Context: an optimization exercise on an open-source flow, tuned for small area. The choices shown serve that exercise and are no tape-out recipe.
Only simulation tests tie the RTL to the original design; equivalence was not proved.
No activity file was given, so power comes from the tool's default toggle rates.

==> inputs of try-raven <==
==> flow/design.v <==
`default_nettype none
package display_geom_pkg;
	typedef logic [10-1:0] coord_t;
	typedef logic [$clog2(12)-1:0] enemy_idx_t;
	typedef logic [1:0] lives_t;
endpackage
`default_nettype wire
`default_nettype none
package pixel_color_pkg;
	typedef logic [3:0] chan_t;
	typedef struct packed {
		chan_t red;
		chan_t green;
		chan_t blue;
	} rgb_t;
	typedef struct packed {
		logic [7:0] red;
		logic [7:0] green;
		logic [7:0] blue;
	} texel_ch_t;
	typedef union packed {
		logic [23:0] word;
		texel_ch_t   ch;
	} texel_t;
endpackage
`default_nettype wire
`timescale 1ns/1ps
`default_nettype none
module enemy_scan
(
	input  display_geom_pkg::coord_t                    draw_x,
	input  display_geom_pkg::coord_t                    draw_y,
	input  logic [12*10-1:0]            enemy_x,
	input  logic [12*10-1:0]            enemy_y,
	input  logic [12-1:0]                     enemy_en,
	input  logic [12-1:0]                     enemy_explode,
	output logic                                        enemy_hit,
	output logic                                        enemy_exploding
);
	function automatic logic le(input logic [10-1:0] a, input logic [10-1:0] b);
		logic c;
		c = 1'b1;
		for (int k = 0; k < 10; k++)
			c = (b[k] & ~a[k]) | (c & (b[k] | ~a[k]));
		le = c;
	endfunction
	function automatic logic [10:0] sub(input logic [10-1:0] a, input logic [10-1:0] b);
		logic [10-1:0] d;
		logic                bw;
		bw = 1'b0;
		for (int k = 0; k < 10; k++)
		begin
			d[k] = a[k] ^ b[k] ^ bw;
			bw   = (b[k] & ~a[k]) | (bw & (b[k] | ~a[k]));
		end
		sub = {bw, d};
	endfunction
	logic [10:0]       lo_x;
	logic [10:0]       lo_y;
	logic [12-1:0] in_box;
	assign lo_x = sub(draw_x, 30 - 1);
	assign lo_y = sub(draw_y, 30 - 1);
	for (genvar i = 0; i < 12; i++)
	begin : g_box
		assign in_box[i] = enemy_en[i] &&
			le(enemy_x[i*10 +: 10], draw_x) &&
			(lo_x[10] || le(lo_x[10-1:0], enemy_x[i*10 +: 10])) &&
			le(enemy_y[i*10 +: 10], draw_y) &&
			(lo_y[10] || le(lo_y[10-1:0], enemy_y[i*10 +: 10]));
	end
	function automatic logic [1:0] first_hit(input logic [12-1:0] hit, input logic [12-1:0] boom);
		logic [15:0] h;
		logic [15:0] b;
		h = '0;
		b = '0;
		h[12-1:0] = hit;
		b[12-1:0] = boom;
		for (int w = 1; w < 16; w = w * 2)
			for (int k = 0; k < 16; k = k + 2 * w)
			begin
				b[k] = h[k] ? b[k] : b[k + w];
				h[k] = h[k] | h[k + w];
			end
		first_hit = {h[0], b[0]};
	endfunction
	assign enemy_exploding = first_hit(in_box, enemy_explode) == 2'b11;
	assign enemy_hit = |in_box;
endmodule
`default_nettype wire
`timescale 1ns/1ps
`default_nettype none
module player_scan
(
	input  display_geom_pkg::coord_t         draw_x,
	input  display_geom_pkg::coord_t         draw_y,
	input  display_geom_pkg::coord_t         ship_x,
	input  display_geom_pkg::coord_t         ship_y,
	input  display_geom_pkg::coord_t         ship_size,
	input  logic [4*10-1:0]  laser_x,
	input  logic [4*10-1:0]  laser_y,
	input  logic [4-1:0]           laser_en,
	output logic                             ship_hit,
	output logic                             laser_hit
);
	function automatic logic le(input logic [10-1:0] a, input logic [10-1:0] b);
		logic c;
		c = 1'b1;
		for (int k = 0; k < 10; k++)
			c = (b[k] & ~a[k]) | (c & (b[k] | ~a[k]));
		le = c;
	endfunction
	function automatic logic [10:0] sub(input logic [10-1:0] a, input logic [10-1:0] b);
		logic [10-1:0] d;
		logic                bw;
		bw = 1'b0;
		for (int k = 0; k < 10; k++)
		begin
			d[k] = a[k] ^ b[k] ^ bw;
			bw   = (b[k] & ~a[k]) | (bw & (b[k] | ~a[k]));
		end
		sub = {bw, d};
	endfunction
	display_geom_pkg::coord_t dist_x;
	display_geom_pkg::coord_t dist_y;
	logic [4-1:0]   laser_box;
	logic [10:0]        lo_x;
	logic [10:0]        lo_y;
	assign dist_x = sub(draw_x, ship_x);
	assign dist_y = sub(draw_y, ship_y);
	assign ship_hit = le(dist_x, ship_size) && le(dist_y, ship_size);
	assign lo_x = sub(draw_x, 4 - 1);
	assign lo_y = sub(draw_y, 16 - 1);
	for (genvar i = 0; i < 4; i++)
	begin : g_laser
		assign laser_box[i] = laser_en[i] &&
			le(laser_x[i*10 +: 10], draw_x) &&
			(lo_x[10] || le(lo_x[10-1:0], laser_x[i*10 +: 10])) &&
			le(laser_y[i*10 +: 10], draw_y) &&
			(lo_y[10] || le(lo_y[10-1:0], laser_y[i*10 +: 10]));
	end
	assign laser_hit = |laser_box;
endmodule
`default_nettype wire
`timescale 1ns/1ps
`default_nettype none
module lives_hud
(
	input  display_geom_pkg::coord_t draw_x,
	input  display_geom_pkg::coord_t draw_y,
	input  display_geom_pkg::coord_t lives_x,
	input  display_geom_pkg::coord_t lives_y,
	input  display_geom_pkg::lives_t num_lives,
	output logic   lives_hit,
	output pixel_color_pkg::rgb_t   lives_rgb
);
	localparam logic [16*8-1:0] HEART = 128'h0000_0000_0000_183c_7eff_ffff_6600_0000;
	function automatic logic [10:0] sub(input logic [10-1:0] a, input logic [10-1:0] b);
		logic [10-1:0] d;
		logic                bw;
		bw = 1'b0;
		for (int k = 0; k < 10; k++)
		begin
			d[k] = a[k] ^ b[k] ^ bw;
			bw   = (b[k] & ~a[k]) | (bw & (b[k] | ~a[k]));
		end
		sub = {bw, d};
	endfunction
	logic [10:0]   off_x;
	logic [10:0]   off_y;
	logic [3:0]          glyph_row;
	logic [8-1:0] glyph_bits;
	logic                lit;
	assign off_x = sub(draw_x, lives_x);
	assign off_y = sub(draw_y, lives_y);
	assign lives_hit = !off_x[10] && (off_x[10-1:5] == '0) && (off_x[4:3] < num_lives) &&
		!off_y[10] && (off_y[10-1:4] == '0);
	assign glyph_row = off_y[3:0];
	always_comb
	begin
		glyph_bits = HEART[glyph_row*8 +: 8];
	end
	assign lit = glyph_bits[draw_x[2:0]];
	assign lives_rgb = lit ? pixel_color_pkg::rgb_t'(12'hf00) : pixel_color_pkg::rgb_t'('0);
endmodule
`default_nettype wire
`timescale 1ns/1ps
`default_nettype none
module pixel_priority
(
	input  logic   clk,
	input  logic   rst_n,
	input  logic   lose_game,
	input  logic   win_game,
	input  logic   ship_hit,
	input  logic   laser_hit,
	input  logic   enemy_hit,
	input  logic   enemy_exploding,
	input  logic   lives_hit,
	input  pixel_color_pkg::rgb_t   lives_rgb,
	input  pixel_color_pkg::rgb_t   bg_rgb,
	input  pixel_color_pkg::rgb_t   laser_rgb,
	input  pixel_color_pkg::texel_t ship_texel,
	input  pixel_color_pkg::texel_t enemy_texel,
	input  pixel_color_pkg::texel_t explosion_texel,
	output pixel_color_pkg::chan_t  red,
	output pixel_color_pkg::chan_t  green,
	output pixel_color_pkg::chan_t  blue
);
	pixel_color_pkg::rgb_t pix_next;
	pixel_color_pkg::rgb_t pix_q;
	pixel_color_pkg::rgb_t ship_rgb;
	pixel_color_pkg::rgb_t expl_rgb;
	pixel_color_pkg::rgb_t enemy_rgb;
	pixel_color_pkg::rgb_t below_enemy;
	pixel_color_pkg::rgb_t below_laser;
	pixel_color_pkg::rgb_t below_ship;
	logic                  live;
	logic                  take_ship;
	function automatic pixel_color_pkg::rgb_t keyed(input pixel_color_pkg::texel_t t, input pixel_color_pkg::rgb_t bg);
		pixel_color_pkg::rgb_t c;
		if (t.word == 24'hffc0cb)
			c = bg;
		else
		begin
			c.red   = t.ch.red[7:4];
			c.green = t.ch.green[7:4];
			c.blue  = t.ch.blue[7:4];
		end
		keyed = c;
	endfunction
	assign ship_rgb  = keyed(ship_texel, bg_rgb);
	assign expl_rgb  = keyed(explosion_texel, bg_rgb);
	assign enemy_rgb = keyed(enemy_texel, bg_rgb);
	assign live = rst_n && !(lose_game || win_game);
	assign below_enemy = lives_hit ? lives_rgb : bg_rgb;
	assign below_laser = enemy_hit ? (enemy_exploding ? expl_rgb : enemy_rgb) : below_enemy;
	assign below_ship  = laser_hit ? laser_rgb : below_laser;
	assign take_ship = live && ship_hit;
	always_comb
	begin
		if (take_ship)
			pix_next = ship_rgb;
		else if (!rst_n)
			pix_next = '0;
		else if (!live)
			pix_next = bg_rgb;
		else
			pix_next = below_ship;
	end
	always_ff @(posedge clk)
	begin
		pix_q <= pix_next;
	end
	assign red   = pix_q.red;
	assign green = pix_q.green;
	assign blue  = pix_q.blue;
endmodule
`default_nettype wire
`timescale 1ns/1ps
`default_nettype none
module color_mapper
(
	input  logic                             clk,
	input  logic                             rst_n,
	input  logic [10-1:0]              draw_x,
	input  logic [10-1:0]              draw_y,
	input  logic [10-1:0]              ship_x,
	input  logic [10-1:0]              ship_y,
	input  logic [10-1:0]              ship_size,
	input  logic [4*10-1:0]  laser_x,
	input  logic [4*10-1:0]  laser_y,
	input  logic [4-1:0]           laser_en,
	input  logic [12*10-1:0] enemy_x,
	input  logic [12*10-1:0] enemy_y,
	input  logic [12-1:0]          enemy_en,
	input  logic [12-1:0]          enemy_explode,
	input  logic [10-1:0]              lives_x,
	input  logic [10-1:0]              lives_y,
	input  logic [1:0]                       num_lives,
	input  logic [11:0]                      bg_rgb,
	input  logic [23:0]                      ship_texel,
	input  logic [23:0]                      enemy_texel,
	input  logic [23:0]                      explosion_texel,
	input  logic [11:0]                      laser_rgb,
	input  logic                             lose_game,
	input  logic                             win_game,
	output logic [3:0]                       red,
	output logic [3:0]                       green,
	output logic [3:0]                       blue
);
	logic enemy_hit;
	logic enemy_exploding;
	logic ship_hit;
	logic laser_hit;
	logic lives_hit;
	pixel_color_pkg::rgb_t lives_rgb;
	enemy_scan u_enemy_scan (
		.draw_x          (draw_x),
		.draw_y          (draw_y),
		.enemy_x         (enemy_x),
		.enemy_y         (enemy_y),
		.enemy_en        (enemy_en),
		.enemy_explode   (enemy_explode),
		.enemy_hit       (enemy_hit),
		.enemy_exploding (enemy_exploding)
	);
	player_scan u_player_scan (
		.draw_x    (draw_x),
		.draw_y    (draw_y),
		.ship_x    (ship_x),
		.ship_y    (ship_y),
		.ship_size (ship_size),
		.laser_x   (laser_x),
		.laser_y   (laser_y),
		.laser_en  (laser_en),
		.ship_hit  (ship_hit),
		.laser_hit (laser_hit)
	);
	lives_hud u_lives_hud (
		.draw_x    (draw_x),
		.draw_y    (draw_y),
		.lives_x   (lives_x),
		.lives_y   (lives_y),
		.num_lives (num_lives),
		.lives_hit (lives_hit),
		.lives_rgb (lives_rgb)
	);
	pixel_priority u_pixel_priority (
		.clk             (clk),
		.rst_n           (rst_n),
		.lose_game       (lose_game),
		.win_game        (win_game),
		.ship_hit        (ship_hit),
		.laser_hit       (laser_hit),
		.enemy_hit       (enemy_hit),
		.enemy_exploding (enemy_exploding),
		.lives_hit       (lives_hit),
		.lives_rgb       (lives_rgb),
		.bg_rgb          (bg_rgb),
		.laser_rgb       (laser_rgb),
		.ship_texel      (ship_texel),
		.enemy_texel     (enemy_texel),
		.explosion_texel (explosion_texel),
		.red             (red),
		.green           (green),
		.blue            (blue)
	);
endmodule
`default_nettype wire
==> flow/flow/run.sh <==
#!/bin/bash
# Layout flow: the standard ORFS flow with two changes.
#  1. Synthesis maps with an area-oriented ABC script (flow/area.abc) in place of
#     ORFS's delay-oriented one; everything else in synthesis is the standard flow's own script.
#  2. Port buffers use the smallest buffer cell (buf_1).
# Each tool's output goes to a log file of its own in this folder.
set -euo pipefail
here=$(pwd)
abc_script=$here/flow/area.abc

# synthesis script: the standard flow's, with the abc call pointed at our ABC script
{
	echo "proc abc {args} {"
	echo "  set i [lsearch \$args -script]"
	echo "  if {\$i >= 0} { set args [lreplace \$args [expr {\$i+1}] [expr {\$i+1}] $abc_script] }"
	echo "  yosys abc {*}\$args"
	echo "}"
	cat "$here/synth_recipe.tcl"
} > "$here/flow_synth.tcl"

# standard.sh with our synthesis script
sed "s#SYNTH_SCRIPT=[^ ]*#SYNTH_SCRIPT=$here/flow_synth.tcl#" "$here/standard.sh" > "$here/flow_standard.sh"
grep -q "SYNTH_SCRIPT=$here/flow_synth.tcl" "$here/flow_standard.sh"

bash "$here/flow_standard.sh" synth > "$here/synth.log" 2>&1

export BUFFER_PORTS_ARGS="-buffer_cell sky130_fd_sc_hd__buf_1"
bash "$here/flow_standard.sh" finish > "$here/layout.log" 2>&1
==> flow/flow/area.abc <==
strash
dch -f
map -a
topo
==> flow/standard.sh <==
#!/bin/bash
# synth_recipe.tcl (not shown) runs the flow's synth.tcl, then flattens the netlist and writes it again
# the make line also repeats each setting of config.mk as NAME=value (left out here)
make -C /OpenROAD-flow-scripts/flow DESIGN_CONFIG=/design/flow/config.mk WORK_HOME=/design/flow/orfs CLKGATE_MAP_FILE= SYNTH_SCRIPT=/design/flow/synth_recipe.tcl "${@:-finish}"
==> flow/config.mk <==
export PLATFORM = sky130hd
export DESIGN_NAME = color_mapper
export DESIGN_NICKNAME = color_mapper
export VERILOG_FILES = /design/flow/design.v
export SDC_FILE = /design/flow/constraint.sdc
export NUM_CORES = 4
export LEC_CHECK = 0
export CAP_MARGIN = 20
export CORE_MARGIN = 2
export CORE_UTILIZATION = 40
export SLEW_MARGIN = 20
==> flow/constraint.sdc <==
create_clock -name core_clock -period 7.0 [get_ports {clk}]
set_input_delay 1.4000 -clock core_clock [delete_from_list [all_inputs] [get_ports {clk}]]
set_output_delay 1.4000 -clock core_clock [all_outputs]
set_load 0.01 [all_outputs]
==> try-amber: changes against try-raven <==
--- a/flow/design.v
+++ b/flow/design.v
@@ -45,20 +45,9 @@
 		le = c;
 	endfunction
-	function automatic logic [10:0] sub(input logic [10-1:0] a, input logic [10-1:0] b);
-		logic [10-1:0] d;
-		logic                bw;
-		bw = 1'b0;
-		for (int k = 0; k < 10; k++)
-		begin
-			d[k] = a[k] ^ b[k] ^ bw;
-			bw   = (b[k] & ~a[k]) | (bw & (b[k] | ~a[k]));
-		end
-		sub = {bw, d};
-	endfunction
 	logic [10:0]       lo_x;
 	logic [10:0]       lo_y;
 	logic [12-1:0] in_box;
-	assign lo_x = sub(draw_x, 30 - 1);
-	assign lo_y = sub(draw_y, 30 - 1);
+	assign lo_x = {1'b0, draw_x} - (30 - 1);
+	assign lo_y = {1'b0, draw_y} - (30 - 1);
 	for (genvar i = 0; i < 12; i++)
 	begin : g_box
@@ -110,14 +99,28 @@
 		le = c;
 	endfunction
-	function automatic logic [10:0] sub(input logic [10-1:0] a, input logic [10-1:0] b);
+	function automatic logic [10-1:0] wrap_sub(input logic [10-1:0] a, input logic [10-1:0] b);
 		logic [10-1:0] d;
 		logic                bw;
+		logic                gen;
+		logic                prop;
 		bw = 1'b0;
-		for (int k = 0; k < 10; k++)
+		for (int k = 0; k < 10 / 2; k++)
 		begin
 			d[k] = a[k] ^ b[k] ^ bw;
 			bw   = (b[k] & ~a[k]) | (bw & (b[k] | ~a[k]));
 		end
-		sub = {bw, d};
+		gen  = 1'b0;
+		prop = 1'b1;
+		for (int k = 0; k < 10 / 2; k++)
+		begin
+			gen  = (b[k] & ~a[k]) | ((b[k] | ~a[k]) & gen);
+		end
+		bw = gen;
+		for (int k = 10 / 2; k < 10; k++)
+		begin
+			d[k] = a[k] ^ b[k] ^ bw;
+			bw   = (b[k] & ~a[k]) | (bw & (b[k] | ~a[k]));
+		end
+		wrap_sub = d;
 	endfunction
 	display_geom_pkg::coord_t dist_x;
@@ -126,9 +129,9 @@
 	logic [10:0]        lo_x;
 	logic [10:0]        lo_y;
-	assign dist_x = sub(draw_x, ship_x);
-	assign dist_y = sub(draw_y, ship_y);
+	assign dist_x = wrap_sub(draw_x, ship_x);
+	assign dist_y = wrap_sub(draw_y, ship_y);
 	assign ship_hit = le(dist_x, ship_size) && le(dist_y, ship_size);
-	assign lo_x = sub(draw_x, 4 - 1);
-	assign lo_y = sub(draw_y, 16 - 1);
+	assign lo_x = {1'b0, draw_x} - (4 - 1);
+	assign lo_y = {1'b0, draw_y} - (16 - 1);
 	for (genvar i = 0; i < 4; i++)
 	begin : g_laser
@@ -209,43 +212,27 @@
 	pixel_color_pkg::rgb_t pix_next;
 	pixel_color_pkg::rgb_t pix_q;
-	pixel_color_pkg::rgb_t ship_rgb;
-	pixel_color_pkg::rgb_t expl_rgb;
-	pixel_color_pkg::rgb_t enemy_rgb;
-	pixel_color_pkg::rgb_t below_enemy;
-	pixel_color_pkg::rgb_t below_laser;
-	pixel_color_pkg::rgb_t below_ship;
-	logic                  live;
-	logic                  take_ship;
-	function automatic pixel_color_pkg::rgb_t keyed(input pixel_color_pkg::texel_t t, input pixel_color_pkg::rgb_t bg);
-		pixel_color_pkg::rgb_t c;
-		if (t.word == 24'hffc0cb)
-			c = bg;
-		else
-		begin
-			c.red   = t.ch.red[7:4];
-			c.green = t.ch.green[7:4];
-			c.blue  = t.ch.blue[7:4];
-		end
-		keyed = c;
-	endfunction
-	assign ship_rgb  = keyed(ship_texel, bg_rgb);
-	assign expl_rgb  = keyed(explosion_texel, bg_rgb);
-	assign enemy_rgb = keyed(enemy_texel, bg_rgb);
-	assign live = rst_n && !(lose_game || win_game);
-	assign below_enemy = lives_hit ? lives_rgb : bg_rgb;
-	assign below_laser = enemy_hit ? (enemy_exploding ? expl_rgb : enemy_rgb) : below_enemy;
-	assign below_ship  = laser_hit ? laser_rgb : below_laser;
-	assign take_ship = live && ship_hit;
-	always_comb
-	begin
-		if (take_ship)
-			pix_next = ship_rgb;
-		else if (!rst_n)
-			pix_next = '0;
-		else if (!live)
-			pix_next = bg_rgb;
-		else
-			pix_next = below_ship;
-	end
+	logic key_ship, key_expl, key_enemy;
+	logic live;
+	logic sel_ship, sel_laser, sel_expl, sel_enemy, sel_bg, sel_red;
+	logic show_enemy, show_lives;
+	assign key_ship  = ship_texel.word == 24'hffc0cb;
+	assign key_expl  = explosion_texel.word == 24'hffc0cb;
+	assign key_enemy = enemy_texel.word == 24'hffc0cb;
+	assign live       = rst_n && !(lose_game || win_game);
+	assign show_enemy = live && !ship_hit && !laser_hit && enemy_hit;
+	assign show_lives = live && !ship_hit && !laser_hit && !enemy_hit && lives_hit;
+	assign sel_ship  = live && ship_hit && !key_ship;
+	assign sel_laser = live && !ship_hit && laser_hit;
+	assign sel_expl  = show_enemy && enemy_exploding && !key_expl;
+	assign sel_enemy = show_enemy && !enemy_exploding && !key_enemy;
+	assign sel_red   = show_lives && lives_rgb.red[0];
+	assign sel_bg    = rst_n && !(sel_ship || sel_laser || sel_expl || sel_enemy || show_lives);
+	assign pix_next =
+		({12{sel_ship}}  & {ship_texel.ch.red[7:4], ship_texel.ch.green[7:4], ship_texel.ch.blue[7:4]}) |
+		({12{sel_expl}}  & {explosion_texel.ch.red[7:4], explosion_texel.ch.green[7:4], explosion_texel.ch.blue[7:4]}) |
+		({12{sel_enemy}} & {enemy_texel.ch.red[7:4], enemy_texel.ch.green[7:4], enemy_texel.ch.blue[7:4]}) |
+		({12{sel_laser}} & laser_rgb) |
+		({12{sel_bg}}    & bg_rgb) |
+		{{4{sel_red}}, 8'h00};
 	always_ff @(posedge clk)
 	begin
==> flow/flow/run.sh (replaced) <==
#!/bin/bash
# Layout flow: the standard ORFS flow with two changes.
#  1. Synthesis keeps the output stage (pixel_priority) as a module of its
#     own until mapping, and maps it with flow/prio.abc, a delay-aware ABC
#     script; the rest, flattened, is mapped with flow/scan.abc, an
#     area-oriented one. Both replace ORFS's delay-oriented ABC script.
#     Everything else in synthesis is the standard flow's own script, which flattens
#     the design before writing it.
#  2. Port buffers use the smallest buffer cell (buf_1).
# Each tool's output goes to a log file of its own in this folder.
set -euo pipefail
here=$(pwd)

# synthesis script: the standard flow's, with the abc call run once per group of modules
cat > "$here/flow_synth.tcl" <<EOT
proc abc {args} {
  set i [lsearch \$args -script]
  foreach {scr sel} {$here/flow/prio.abc pixel_priority $here/flow/scan.abc color_mapper} {
    set a [lreplace \$args [expr {\$i+1}] [expr {\$i+1}] \$scr]
    yosys abc {*}\$a {*}\$sel
  }
}
EOT
cat "$here/synth_recipe.tcl" >> "$here/flow_synth.tcl"

# standard.sh with our synthesis script
sed "s#SYNTH_SCRIPT=[^ ]*#SYNTH_SCRIPT=$here/flow_synth.tcl#" "$here/standard.sh" > "$here/flow_standard.sh"
grep -q "SYNTH_SCRIPT=$here/flow_synth.tcl" "$here/flow_standard.sh"

SYNTH_KEEP_MODULES=pixel_priority bash "$here/flow_standard.sh" synth > "$here/synth.log" 2>&1

export BUFFER_PORTS_ARGS="-buffer_cell sky130_fd_sc_hd__buf_1"
bash "$here/flow_standard.sh" finish > "$here/layout.log" 2>&1
==> flow/flow/prio.abc (new file) <==
strash
dch -f
map -D 4500
topo
buffer -p
upsize -D 4500
dnsize -D 4500
==> flow/flow/scan.abc (new file) <==
strash
&get -n
&st
&syn2
&dch
&nf -a -R 1000 -F 8 -A 8 -C 32
&st
&dch -f
&nf -a -R 1000 -F 8 -A 8 -C 32
&put
topo
CAP_MARGIN = 10   (was 20)
CTS_BUF_LIST = sky130_fd_sc_hd__clkbuf_4   (was not set)
GPL_TIMING_DRIVEN = 0   (was not set)
PLACE_DENSITY = 0.75   (was not set)
SLEW_MARGIN = 10   (was 20)
removed: flow/flow/area.abc
==> summary of the runs <==
- Against try-raven, the clock power of try-amber is smaller by about 60%.
- Die area: try-amber is lower than try-raven (about 9%).
- Against try-amber, the non-clock buffer count of try-raven is higher by 35.
- Flip-flop and latch count is the same in try-raven and try-amber.
- Of try-amber and try-raven, try-raven has the higher setup slack (gap 120 ps).
- Against try-raven, the first-iteration DRC count of try-amber is lower by about 0.26%.
- Combinational power: try-raven is larger than try-amber (about 10%).

==> afterwards: timing with drivers on the ports <==
In the flow no input, the clock included, has a driving cell. The finished layouts below were timed again as built, in two steps.
Step 1 sets driving cells, clkbuf_16 on the clock port and buf_2 on the other inputs (assumed; they add their load-dependent delay and slew).
Step 2 adds t to the input delays and takes it off the output delays; t is the mean of the earliest and latest rising clock arrival at the registers after step 1. Input paths then give back, and output paths get back, about the clock's delay inside the block.
Three values: ideal ports, drivers, drivers and shift; two values: the first two.
| run | t (ns) | setup WS [ns] | worst setup path at the end | clock arrival spread, ns | worst register clock-pin slew, ns |
|---|---|---|---|---|---|
| try-raven | 0.294 | 0.405 / 0.432 / 0.137 | input to register | 0.002 / 0.001 | 0.05 / 0.05 |
| try-amber | 0.298 | 0.287 / 0.278 / -0.020 | input to register | 0.005 / 0.005 | 0.09 / 0.09 |
Met with ideal ports but missed after step 2: setup timing in try-amber. The setup slack of try-amber, which loses most, moves by -0.009 ns with the drivers and by -0.307 ns with both steps.
